Source: an optimization exercise on an open RTL-to-GDS flow (aim: small area, a short achievable clock period and few clock cycles per item). Production flows keep margins and buffers that such runs may drop. Only simulation tests tie the RTL to the original design; equivalence was not proved. Power is estimated from default activity; no workload was simulated.

Design precompute_pipe, start of the top module:
module precompute_pipe (
  input  logic    clk,
  input  logic    rst,
  input  logic    in_pass,
  input  logic [3:0]  in_op,
  input  logic [2:0]  in_ra0,
  input  logic [2:0]  in_ra1,
  input  logic [2:0]  in_wa,
  input  logic [15:0] in_imm,
  input  logic    hold,
  output logic    in_accept,
  output logic    out_vld,
  output logic [2:0]  out_wa,
  output logic [31:0] out_wdata
);
  logic [19:0] in_enc;
  logic        h_vld;
  logic [19:0] h_enc;
  logic        h_adv;
  issue_stage i_issue_stage (
    .in_op  (pipe_pkg::opcode_t'(in_op)),
    .in_ra0 (in_ra0),
    .in_ra1 (in_ra1),
    .in_wa  (in_wa),
    .in_imm (in_imm),
    .enc    (in_enc)
  );
  inst_queue #(.DEPTH(15 - 8)) i_inst_queue (
    .clk       (clk),
    .rst       (rst),
    .in_pass   (in_pass),
    .in_enc    (in_enc),
    .h_adv     (h_adv),
    .in_accept (in_accept),
    .h_vld     (h_vld),
    .h_enc     (h_enc)
  );
  exec_unit i_exec_unit (
    .clk       (clk),
    .rst       (rst),
    .hold      (hold),
    .h_vld     (h_vld),
    .h_enc     (h_enc),
    .h_adv     (h_adv),
  ...
Settings: LEC_CHECK=0, CAP_MARGIN=20, CORE_MARGIN=2, CORE_UTILIZATION=55, CTS_CLUSTER_DIAMETER=100, CTS_CLUSTER_SIZE=30, PLACE_DENSITY=0.7, SETUP_SLACK_MARGIN=2.5, SLEW_MARGIN=20; clock period 4.5 ns.
run.sh (not shown) runs the stock make flow with config.mk's settings and CLKGATE_MAP_FILE= SYNTH_SCRIPT=/design/flow/synth_recipe.tcl, a recipe that flattens the netlist after the stock synthesis.
Testbench counts at the start, summed over its fixed seeds: cycles 12,080, items 12,000.
Edit:
Settings changed: CORE_UTILIZATION 55 to 60, PLACE_DENSITY 0.7 to 0.75, SETUP_SLACK_MARGIN 2.5 to 2.4.
- The new run went through all stages and came out clean
- wire length is higher by 1.4%
- total power is lower by 1.2%
- final cell count is lower by 2.9%
- maximum frequency is lower by 0.98%
- combinational power is lower by 4.6%
- worst hold slack got worse by 0.012 ns
- utilization is higher by 4.7 points
- final area is lower by 1.4%
- synthesized cell count stays the same
- synthesized area is unchanged
Edit:
Settings changed: PLACE_DENSITY 0.75 to 0.7, SETUP_SLACK_MARGIN 2.4 to 2.45.
Effect: The new run passed the timing, DRC and antenna checks. Clock power goes down by about 2%. Die area is unchanged. Design area hardly moves. Worst setup slack stays flat. Fmax is about the same. Via count shrinks by 1.4%. Sequential power hardly moves. Power stays flat. Global-route usage fell by 0.24 points. Clock skew stays flat.
Edit:
Settings changed: CORE_UTILIZATION 60 to 65.
The new run finished with timing, DRC and antenna clean. Clock skew is higher by 0.0048 ns. First-iteration DRC count went down by 13%. Hold slack gets worse by 0.0076 ns. Worst setup slack degrades by 0.035 ns. Sequential share of layout area increases by 0.15 points. Routed wire length climbs by 1.3%.

---

Setup of ember:
Another version of the RTL of precompute_pipe (not shown whole).
Size in the first run: about 2500 cells after synthesis, roughly 920 flip-flops, ~70 I/O pins, ~0.039 mm2 of cells after synthesis.
## precompute_pipe
module precompute_pipe (
  input  logic    clk,
  input  logic    rst,
  input  logic    in_pass,
  input  logic [3:0]  in_op,
  input  logic [2:0]  in_ra0,
  input  logic [2:0]  in_ra1,
  input  logic [2:0]  in_wa,
  input  logic [15:0] in_imm,
  input  logic    hold,
  output logic    in_accept,
  output logic    out_vld,
  output logic [2:0]  out_wa,
  output logic [31:0] out_wdata
);
clock: 4.5 ns
lec_check: 0
cap_margin: 20
core_margin: 2
core_utilization: 50
cts_cluster_diameter: 100
cts_cluster_size: 30
place_density: 0.65
setup_slack_margin: 2.4
slew_margin: 20
Testbench counts of ember, summed over its fixed seeds: cycles 12,080, items 12,000.
Changes in nickel relative to ember:
# ember
export LEC_CHECK = 0
export CAP_MARGIN = 20
export CORE_MARGIN = 2
export CORE_UTILIZATION = 50
export CTS_CLUSTER_DIAMETER = 100
export CTS_CLUSTER_SIZE = 30
export PLACE_DENSITY = 0.65
export SETUP_SLACK_MARGIN = 2.4
export SLEW_MARGIN = 20
create_clock -name core_clock -period 4.5 [get_ports {clk}]
# nickel
export LEC_CHECK = 0
export ABC_AREA = 1
export CAP_MARGIN = 20
export CORE_MARGIN = 2
export CORE_UTILIZATION = 60
export CTS_CLUSTER_DIAMETER = 100
export CTS_CLUSTER_SIZE = 30
export PLACE_DENSITY = 0.75
export SETUP_SLACK_MARGIN = 2.4
export SLEW_MARGIN = 20
create_clock -name core_clock -period 4.5 [get_ports {clk}]
[summary]
- In nickel relative to ember, number of ordinary and repair buffers in the finished layout had gone up slightly.
- nickel and ember ended up with roughly the same worst hold slack.
- Transition time at the pin with the least slew margin for nickel is higher than for ember.
- nickel vs. ember: area occupied by multi-input gates moved down, global route total overflow shows no meaningful change.
- In nickel the area growth from synthesis to layout turned out 0.34 points higher than in ember.
- Looking at dominant combinational cell family by area after synthesis, the multiplexers result is from ember; the compound AO/OA/AOI/OAI gates one comes from nickel.
Changes in garnet relative to nickel:
# nickel
export LEC_CHECK = 0
export ABC_AREA = 1
export CAP_MARGIN = 20
export CORE_MARGIN = 2
export CORE_UTILIZATION = 60
export CTS_CLUSTER_DIAMETER = 100
export CTS_CLUSTER_SIZE = 30
export PLACE_DENSITY = 0.75
export SETUP_SLACK_MARGIN = 2.4
export SLEW_MARGIN = 20
create_clock -name core_clock -period 4.5 [get_ports {clk}]
# garnet
export LEC_CHECK = 0
export CAP_MARGIN = 20
export CORE_MARGIN = 2
export CORE_UTILIZATION = 60
export CTS_CLUSTER_DIAMETER = 100
export CTS_CLUSTER_SIZE = 30
export PLACE_DENSITY = 0.75
export SETUP_SLACK_MARGIN = 2.4
export SLEW_MARGIN = 20
export TNS_END_PERCENT = 20
create_clock -name core_clock -period 4.5 [get_ports {clk}]
[summary]
Each of the runs, namely garnet and nickel, reached the end of the flow and came out clean.
Fraction of layout cells with a size suffix above 1 in garnet is 10 points above nickel.
From nickel to garnet the numbers moved as follows: global-route usage over all layers fell by 2.9 points, power fell by 10%.
Of garnet and nickel, it is garnet that has the lower worst hold slack.
garnet: setup slack of the worst register-to-register path lower than nickel
garnet vs nickel: number of nets produced by synthesis down by more than a quarter
garnet vs nickel — number of fill cells in the layout dropped 8.5%.
For cedar, these inputs were changed with respect to garnet:
# garnet
export LEC_CHECK = 0
export CAP_MARGIN = 20
export CORE_MARGIN = 2
export CORE_UTILIZATION = 60
export CTS_CLUSTER_DIAMETER = 100
export CTS_CLUSTER_SIZE = 30
export PLACE_DENSITY = 0.75
export SETUP_SLACK_MARGIN = 2.4
export SLEW_MARGIN = 20
export TNS_END_PERCENT = 20
create_clock -name core_clock -period 4.5 [get_ports {clk}]
# cedar
export LEC_CHECK = 0
export CAP_MARGIN = 20
export CORE_MARGIN = 2
export CORE_UTILIZATION = 60
export CTS_CLUSTER_DIAMETER = 100
export CTS_CLUSTER_SIZE = 30
export PLACE_DENSITY = 0.75
export SETUP_SLACK_MARGIN = 2.7
export SLEW_MARGIN = 20
create_clock -name core_clock -period 4.5 [get_ports {clk}]
[summary]
garnet has lower non-filler instance count after layout than cedar.
Compared to garnet, cedar leaves less free space in the core.
Switching share of total power: cedar vs garnet up 0.31 points
No stage failed in cedar, and the final checks on the layout all came back clean.
Looking at global-route usage over all layers across garnet and cedar, the one that comes out higher is cedar.
Total power of cedar is higher than that of garnet.
The fraction of power consumed by the clock network reported for cedar is smaller than that of garnet by 0.6 points.
Diff cedar..garnet | number of H-tree levels | unchanged
Max area growth from synthesis to final layout across garnet and cedar: cedar
For lagoon, these inputs were changed with respect to cedar:
# cedar
export LEC_CHECK = 0
export CAP_MARGIN = 20
export CORE_MARGIN = 2
export CORE_UTILIZATION = 60
export CTS_CLUSTER_DIAMETER = 100
export CTS_CLUSTER_SIZE = 30
export PLACE_DENSITY = 0.75
export SETUP_SLACK_MARGIN = 2.7
export SLEW_MARGIN = 20
create_clock -name core_clock -period 4.5 [get_ports {clk}]
# lagoon
export LEC_CHECK = 0
export CAP_MARGIN = 20
export CORE_MARGIN = 2
export CORE_UTILIZATION = 60
export CTS_CLUSTER_DIAMETER = 100
export CTS_CLUSTER_SIZE = 30
export PLACE_DENSITY = 0.75
export SETUP_SLACK_MARGIN = 2.5
export SLEW_MARGIN = 20
create_clock -name core_clock -period 4.5 [get_ports {clk}]
## What came out
Re fraction of area in registers: lagoon is 3.0 points up on cedar. | number of placed instances, taps included | lagoon vs cedar | ≈ equal |. Comparing lagoon and cedar, the higher switching power summed over all nets was measured on cedar. Side by side, number of antenna violations at the first check in global routing turned out higher in lagoon than in cedar. Looking at post-route met1 wirelength, lagoon sits 8.7% below cedar.

==> port drivers added, routing unchanged <==
How much do the figures lean on ideal ports? The routed layouts below were timed once more, with nothing changed but the port constraints.
Step 1 (the two cells are an assumption about what drives the block):
set clk [get_ports {clk}]
set_driving_cell -lib_cell sky130_fd_sc_hd__clkbuf_16 $clk
set_driving_cell -lib_cell sky130_fd_sc_hd__buf_2 [delete_from_list [all_inputs] $clk]
Step 2, shift: input delay + t, output delay - t, t = (earliest + latest rising clock arrival at the registers) / 2. This alone moves slack from input paths to output paths.
a / b / c = ideal ports / drivers / drivers and shift; a / b = the first two.
run | t (ns) | setup WS [ns] | hold WS [ns] | worst setup path after step 2
the first run of note 1 | 0.663 | 2.449 / 2.406 / 1.851 | 0.354 / 0.354 / 0.354 | input to register
the second run of note 1 | 0.657 | 2.429 / 2.376 / 1.772 | 0.342 / 0.342 / 0.342 | input to register
the third run of note 1 | 0.661 | 2.431 / 2.410 / 1.858 | 0.343 / 0.343 / 0.343 | input to register
the fourth run of note 1 | 0.653 | 2.397 / 2.399 / 1.746 | 0.335 / 0.335 / 0.335 | input to register
ember | 0.667 | 2.402 / 2.339 / 1.801 | 0.351 / 0.351 / 0.351 | input to register
nickel | 0.662 | 2.356 / 2.356 / 1.828 | 0.348 / 0.348 / 0.348 | input to register
garnet | 0.663 | 2.285 / 2.265 / 1.811 | 0.342 / 0.342 / 0.342 | input to register
cedar | 0.663 | 2.430 / 2.376 / 1.853 | 0.346 / 0.346 / 0.346 | input to register
lagoon | 0.662 | 2.439 / 2.382 / 1.886 | 0.351 / 0.351 / 0.351 | input to register
After both steps every run listed still meets setup and hold. For the second run of note 1, which loses most, drivers alone change the setup slack by -0.053 ns; drivers and shift together by -0.657 ns.
